From an optimization exercise on the open Yosys and OpenROAD flow, aimed at small area, a short achievable clock period and few clock cycles per item; shortcuts taken in it are not production practice. At most, simulation tests tie the RTL to the original design; equivalence was not proved. Power is estimated from default activity; no workload was simulated.

main:
## rect_edge_conditional_median_unit
module rect_edge_conditional_median_unit (
  input  wire logic                              clk,
  input  wire logic                              rst,
  input  wire logic                              push,
  input  wire logic                              mode,
  input  wire logic [recm_pkg::PIX_W-1:0]        pixel_in,
  output logic                                   full,
  output logic                                   empty,
  input  wire logic                              pop,
  output logic [recm_pkg::PIX_W-1:0]             pixel_out,
  output logic                                   frame_last,
  input  wire logic                              cfg_write,
  input  wire logic [recm_pkg::CFG_IDX_W-1:0]    cfg_index,
  input  wire logic [recm_pkg::PIX_W-1:0]        cfg_data
);
Size: ~3000 cells after synthesis, ~36 I/O pins.
clock: 4.5 ns
lec_check: 0
cap_margin: 20
core_margin: 2
core_utilization: 40
cts_buf_list: sky130_fd_sc_hd__clkbuf_16
cts_cluster_diameter: 100
cts_cluster_size: 30
setup_slack_margin: 2.0
slew_margin: 20
run.sh (not shown) runs the stock make flow with config.mk's settings and CLKGATE_MAP_FILE= SYNTH_SCRIPT=/design/flow/synth_recipe.tcl, a recipe that flattens the netlist after the stock synthesis.
Testbench counts of main, summed over its fixed seeds: cycles 33,320, items 32,768.
Setup changes, main to the feature branch
--- a/flow/design.v
+++ b/flow/design.v
@@ -239,54 +239,62 @@
   function automatic logic on_edge(input logic [5:0] v, input logic [5:0] s,
                                    input logic [7:0] sl);
     logic [6:0] d;
     logic [8:0] e;
     d = 7'(v) - 7'(s);
     e = 9'(sl) - 9'(v);
     on_edge = (d == 7'd0) || (d == 7'd1) || (e == 9'd1) || (e == 9'd2);
   endfunction
-  logic [7:0] p1_t0, p1_t1, p1_t2, p1_m1, p1_m2, p1_b0, p1_b1, p1_b2;
+  logic [7:0] p1_t0, p1_t1, p1_t2, p1_m1, p1_m2;
+  logic       p1_adv;
   logic       p1_band;
   logic       p1_last;
   always_ff @(posedge clk) begin
     if (adv) begin
       p1_t2 <= t2;
       p1_t1 <= p1_t2;
       p1_t0 <= p1_t1;
       p1_m2 <= R[64];
       p1_m1 <= p1_m2;
     end
   end
   always_ff @(posedge clk) begin
-    p1_b0   <= R[2];
-    p1_b1   <= R[1];
-    p1_b2   <= pix_r;
+    if (rst) begin
+      p1_adv <= 1'b0;
+    end else begin
+      p1_adv <= adv;
+    end
+  end
+  always_ff @(posedge clk) begin
     p1_band <= (cnt[11:6] != 6'd0) && (cnt[11:6] != 6'd63) &&
                (cnt[5:0] != 6'd0) && (cnt[5:0] != 6'd63) &&
                (on_edge(cnt[11:6], cfg_top, sl_row) ||
                 on_edge(cnt[5:0], cfg_left, sl_col));
     p1_last <= q_last;
   end
-  logic [7:0] c0_lo, c0_hi, a1, m1, h1, a2, m2, h2;
+  logic [7:0] c0_lo, c0_hi, a2, m2, h2;
   logic [7:0] p2_a0, p2_h0, p2_a1, p2_m1, p2_h1, p2_a2, p2_m2, p2_h2, p2_c;
   logic       p2_filt;
   logic       p2_last;
-  recm_pair  u_col0 (.a(p1_t0), .b(p1_b0), .lo(c0_lo), .hi(c0_hi));
-  recm_sort3 u_col1 (.a(p1_t1), .b(p1_m1), .c(p1_b1), .lo(a1), .mid(m1), .hi(h1));
-  recm_sort3 u_col2 (.a(p1_t2), .b(p1_m2), .c(p1_b2), .lo(a2), .mid(m2), .hi(h2));
+  recm_pair  u_col0 (.a(p1_t0), .b(R[3]), .lo(c0_lo), .hi(c0_hi));
+  recm_sort3 u_col2 (.a(p1_t2), .b(p1_m2), .c(R[1]), .lo(a2), .mid(m2), .hi(h2));
+  always_ff @(posedge clk) begin
+    if (p1_adv) begin
+      p2_a2 <= a2;
+      p2_m2 <= m2;
+      p2_h2 <= h2;
+      p2_a1 <= p2_a2;
+      p2_m1 <= p2_m2;
+      p2_h1 <= p2_h2;
+    end
+  end
   always_ff @(posedge clk) begin
     p2_a0   <= c0_lo;
     p2_h0   <= c0_hi;
-    p2_a1   <= a1;
-    p2_m1   <= m1;
-    p2_h1   <= h1;
-    p2_a2   <= a2;
-    p2_m2   <= m2;
-    p2_h2   <= h2;
     p2_c    <= p1_m1;
     p2_filt <= p1_band && recm_gt(p1_m1, cfg_mean);
     p2_last <= p1_last;
   end
   logic [7:0] s_lo, s_hi, mx_a, mn_h;
   logic [7:0] p3_a0, p3_h0, p3_A, p3_C, p3_s, p3_t;
   logic       p3_last;
   recm_pair u_pm (.a(p2_m1), .b(p2_m2), .lo(s_lo), .hi(s_hi));
Results
Every stage of the flow completed for the feature branch, and the final layout passed the timing, design-rule and antenna checks. main has higher number of detailed-routing iterations run before antenna repair than the feature branch. ~same relative area of non-clock buffer cells in the final design in main and the feature branch. Relative to main, the final cell area reported for the feature branch is lower. [the feature branch] normalized max-slew margin fell 0.47 points relative to main. Changes observed in the feature branch relative to main: die width fell 0.82%, internal power of the cells -about 1.7%. The feature branch against main: minimum clock period moved up; number of non-clock inverters in the layout -11; total of clock buffers placed in the layout decreased 1; share of final-layout standard cells stronger than drive strength 1 higher.
Only the layout flow was run in the feature branch; the RTL was not checked for function there.

========
## P
rect_edge_conditional_median_unit, a different RTL version from the one above (not shown whole).
Size in the first run: ~36 I/O pins, about 0.048 mm^2 of cells after synthesis.
export LEC_CHECK = 0
export CAP_MARGIN = 20
export CORE_MARGIN = 2
export CORE_UTILIZATION = 40
export CTS_BUF_LIST = sky130_fd_sc_hd__clkbuf_16
export CTS_CLUSTER_DIAMETER = 100
export CTS_CLUSTER_SIZE = 30
export SETUP_SLACK_MARGIN = 2.0
export SLEW_MARGIN = 20
create_clock -name core_clock -period 4.5 [get_ports {clk}]
Looking at the reports, P completed the entire flow and the layout it produced met the timing, design-rule and antenna checks.
The following lists how Q was set up differently from P:
--- a/flow/design.v
+++ b/flow/design.v
@@ -376,37 +376,38 @@
   always_ff @(posedge clk) begin
     if (load) begin
       out_pix  <= oldest;
       out_last <= mk_hit;
     end
   end
   assign empty      = empty_r;
   assign pixel_out  = out_pix;
   assign frame_last = out_last;
-  logic [D:0] ow;
-  logic [D:0] ow_next;
-  logic       take;
-  logic       give;
-  logic       nores;
+  logic [D+3:0] ow;
+  logic [D+3:0] ow_next;
+  logic         take;
+  logic         give;
+  logic         nores;
   assign take  = push && !full_r;
   assign give  = pop && !empty_r;
   assign nores = acc_r && !rb;
   always_comb begin
+    ow_next = ow;
     case ({take, give, nores})
-      3'b100:                 ow_next = {ow[D-1:0], 1'b1};
+      3'b100:                 ow_next = {ow[D+2:0], 1'b1};
       3'b000, 3'b110, 3'b101: ow_next = ow;
-      3'b010, 3'b001, 3'b111: ow_next = {1'b0, ow[D:1]};
-      default:                ow_next = {2'b00, ow[D:2]};
+      3'b010, 3'b001, 3'b111: ow_next = {1'b0, ow[D+3:1]};
+      default:                ow_next = {2'b00, ow[D+3:2]};
     endcase
   end
   always_ff @(posedge clk) begin
     if (rst) begin
-      ow     <= '0;
+      ow     <= {{(D+3){1'b0}}, 1'b1};
       full_r <= 1'b0;
     end else begin
       ow     <= ow_next;
-      full_r <= ow_next[D];
+      full_r <= ow_next[D+1];
     end
   end
   assign full = full_r;
 endmodule
 `default_nettype wire
## What came out
Compared to P, Q has clock share of power 0.3 points higher. Q against P: area overhead of the layout relative to synthesis went down, core area roughly the same, final wirelength increased 1.4%. P leaves less setup margin than Q. Q against P: combinational fraction of design power stayed essentially flat, met3 track demand over resource stayed essentially flat, amount of wire on met2 after detailed routing fell by 510 um, flip-flop and latch share of the layout cell area stayed essentially flat, worst hold slack fell by 3.2 ps.
Testbench counts of Q, summed over its fixed seeds: cycles 33,316, items 32,768.
No functional check of the RTL was part of P.

[port drivers added, routing unchanged]
Ports are ideal in the flow. The routed layouts listed here were re-timed in OpenROAD.
Step 1 assumes that a clkbuf_16 drives the clock port and a buf_2 every other input.
Step 2 moves the port delays by t, midway between the first and last clock arrival at a register: inputs arrive t later, outputs are due t later. That takes back most of the time a late clock gives input paths.
a / b / c = ideal ports / drivers / drivers and shift; a / b = the first two.
run	shift t [ns]	slack for setup (ns)	worst setup path after step 2
main	0.756	2.076 / 2.044 / 1.641	input to register
the feature branch	0.728	2.002 / 2.002 / 1.570	input to register
P	0.733	2.049 / 2.049 / 1.385	input to register
Q	0.739	2.094 / 2.094 / 1.473	input to register
After both steps setup and hold are still met in every run listed. For P, which loses most, drivers alone change the setup slack by 0.000 ns; drivers and shift together by -0.664 ns.
